Source: an optimization exercise on an open RTL-to-GDS flow (aim: small area and a short achievable clock period). Production flows keep margins and buffers that such runs may drop. In this exercise RTL edits were held to simulation tests only and were not proved equivalent to the original. Power figures rest on the tool's default switching activity, not on a simulated workload.

## soc_top
module soc_top (
	input  logic                      clk_i,
	input  logic                      rst_n_i,
	input  logic                      req_stb_i,
	input  logic                      req_write_i,
	input  logic [31:0]               req_addr_i,
	input  logic [31:0]               req_wdata_i,
	input  logic [3:0]                req_strb_i,
	output logic                      rsp_stb_o,
	output logic [31:0]               rsp_rdata_o,
	output logic                      rsp_err_o,
	input  logic                      reprog_i,
	input  logic [3:0]                sw_i,
	output logic [7:0]                led_o,
	input  logic                      uart_rx_i,
	output logic                      uart_tx_o
);
	logic rx_stb;
	logic [7:0] rx_byte;
	logic ld_stb;
	soc_pkg::bus_req_t ld_req;
	logic [15:0] mem_whi_n;
	logic [15:0][STRB_W-1:0] mem_wlo_n;
	logic [MEM_IDX_W-1:0] mem_ridx;
	logic [DATA_W-1:0] mem_wdata, mem_rdata;
	logic gpio_wr, udata_wr;
	logic busy;
	logic tx_stb;
	logic [7:0] tx_byte;
	logic tx_busy;
	soc_pkg::bus_req_t req_i;
	soc_pkg::bus_rsp_t rsp_o;
	assign req_i.write = req_write_i;
	assign req_i.addr  = req_addr_i;
	assign req_i.wdata = req_wdata_i;
	assign req_i.strb  = req_strb_i;
	assign rsp_rdata_o = rsp_o.rdata;
	assign rsp_err_o   = rsp_o.err;
	uart_rx uart_rx_i0 (
		.clk_i(clk_i), .rst_n_i(rst_n_i), .rx_i(uart_rx_i),
		.byte_stb_o(rx_stb), .byte_o(rx_byte)
	);
	prog_loader prog_loader_i (
		.clk_i(clk_i), .rst_n_i(rst_n_i), .reprog_i(reprog_i),
		.byte_stb_i(rx_stb), .byte_i(rx_byte),
		.ld_stb_o(ld_stb), .ld_req_o(ld_req)
	);
	bus_fabric bus_fabric_i (
		.clk_i(clk_i), .rst_n_i(rst_n_i), .reprog_i(reprog_i),
		.host_stb_i(req_stb_i), .host_req_i(req_i),
		.ld_stb_i(ld_stb), .ld_req_i(ld_req),
		.mem_whi_n_o(mem_whi_n), .mem_wlo_n_o(mem_wlo_n),
		.mem_wdata_o(mem_wdata), .mem_ridx_o(mem_ridx), .mem_rdata_i(mem_rdata),
		.gpio_wr_o(gpio_wr), .udata_wr_o(udata_wr), .sw_i(sw_i), .busy_i(busy),
		.rsp_stb_o(rsp_stb_o), .rsp_o(rsp_o)
	);
	word_ram word_ram_i (
		.clk_i(clk_i), .whi_n_i(mem_whi_n), .wlo_n_i(mem_wlo_n),
		.wdata_i(mem_wdata), .ridx_i(mem_ridx), .rdata_o(mem_rdata)
	);
  ...
==> flow/config.mk <==
export PLATFORM = sky130hd
export DESIGN_NAME = soc_top
export DESIGN_NICKNAME = soc_top
export VERILOG_FILES = /design/flow/design.v
export SDC_FILE = /design/flow/constraint.sdc
export NUM_CORES = 4
export LEC_CHECK = 0
export CAP_MARGIN = 20
export CORE_MARGIN = 2
export CORE_UTILIZATION = 62
export CTS_CLUSTER_DIAMETER = 100
export CTS_CLUSTER_SIZE = 30
export PLACE_DENSITY = 0.72
export SLEW_MARGIN = 20
export SYNTH_MEMORY_MAX_BITS = 16384
==> flow/constraint.sdc <==
create_clock -name core_clock -period 8.0 [get_ports {clk_i}]
set_input_delay 1.6000 -clock core_clock [delete_from_list [all_inputs] [get_ports {clk_i}]]
set_output_delay 1.6000 -clock core_clock [all_outputs]
set_load 0.01 [all_outputs]
standard.sh (not shown) runs the stock make flow with config.mk's settings and CLKGATE_MAP_FILE= SYNTH_SCRIPT=/design/flow/synth_recipe.tcl, a recipe that flattens the netlist after the stock synthesis.
==> flow/flow/run.sh <==
#!/bin/bash
# Standard ORFS layout, with three changes:
# - the setup-slack margin is applied only from clock tree synthesis on, where
#   the clock is propagated; before CTS the clock is ideal and the margin would
#   make repair_timing chase paths that the clock latency fixes;
# - flow/fastroute.tcl replaces the platform's global routing layer setup;
# - flow/fanout.tcl caps net fanout before the placement-stage repair_design.
set -uo pipefail
FR=FASTROUTE_TCL=$PWD/flow/fastroute.tcl
FO=PRE_RESIZE_TCL=$PWD/flow/fanout.tcl
bash standard.sh $FR $FO synth floorplan place > flow_synth_place.log 2>&1 || { tail -50 flow_synth_place.log; exit 1; }
bash standard.sh $FR SETUP_SLACK_MARGIN=5.0 finish > flow_cts_route_finish.log 2>&1 || { tail -50 flow_cts_route_finish.log; exit 1; }
==> flow/flow/fanout.tcl <==
# Before the placement-stage repair_design: cap the fanout of every net, so that
# the RAM's write-data and read-select nets are split into buffered nets of at
# most 32 loads each. Only repair_design reads this; the timing constraints are
# unchanged.
set_max_fanout 32 [current_design]
==> flow/flow/fastroute.tcl <==
# sky130hd's global routing setup, with less of met1 and met2 given to the
# global router so that the detailed router keeps room on them for pin access.
set_global_routing_layer_adjustment met1 0.45
set_global_routing_layer_adjustment met2 0.35
set_global_routing_layer_adjustment met3-met5 0.2
set_routing_layers -clock met3-met5
set_routing_layers -signal met1-met5
==> next run, changes <==
==> flow/run.sh (new file) <==
#!/bin/bash
# synth_recipe.tcl (not shown) runs the flow's synth.tcl, then flattens the netlist and writes it again
# the make line also repeats each setting of config.mk as NAME=value (left out here)
make -C /OpenROAD-flow-scripts/flow DESIGN_CONFIG=/design/flow/config.mk WORK_HOME=/design/flow/orfs CLKGATE_MAP_FILE= SYNTH_SCRIPT=/design/flow/synth_recipe.tcl finish
SETUP_SLACK_MARGIN = 4.75   (was default)
removed: flow/flow/run.sh
removed: flow/flow/fanout.tcl
removed: flow/flow/fastroute.tcl
removed: flow/standard.sh
Effect: Cell count shrinks by 2.9%; combinational power shrinks by 10%; critical path depth shrinks by 2; clock power hardly moves; power shrinks by 0.35%; routed wire length shrinks by 3.3%; setup slack improved by 140 ps.

==> afterwards: timing with drivers on the ports <==
No port has a modelled driver above. Below, the same layouts with a new extraction and two added sets of constraints.
Step 1: set_driving_cell puts a clkbuf_16 on clk_i and a buf_2 on each other input, an assumption about the parent block.
Step 2 moves the port delays by t, midway between the first and last clock arrival at a register: inputs arrive t later, outputs are due t later. That takes back most of the time a late clock gives input paths.
Three values: no drivers, after step 1, after step 2; two values: the first two.
run	t (ns)	setup WS [ns]	worst register clock-pin slew, ns
the first run	1.167	4.207 / 4.044 / 2.877	0.12 / 0.12
the second run	1.219	4.345 / 3.902 / 2.683	0.12 / 0.12
After both steps setup and hold are still met in every run listed. The setup slack of the second run, which loses most, moves by -0.443 ns with the drivers and by -1.662 ns with both steps.
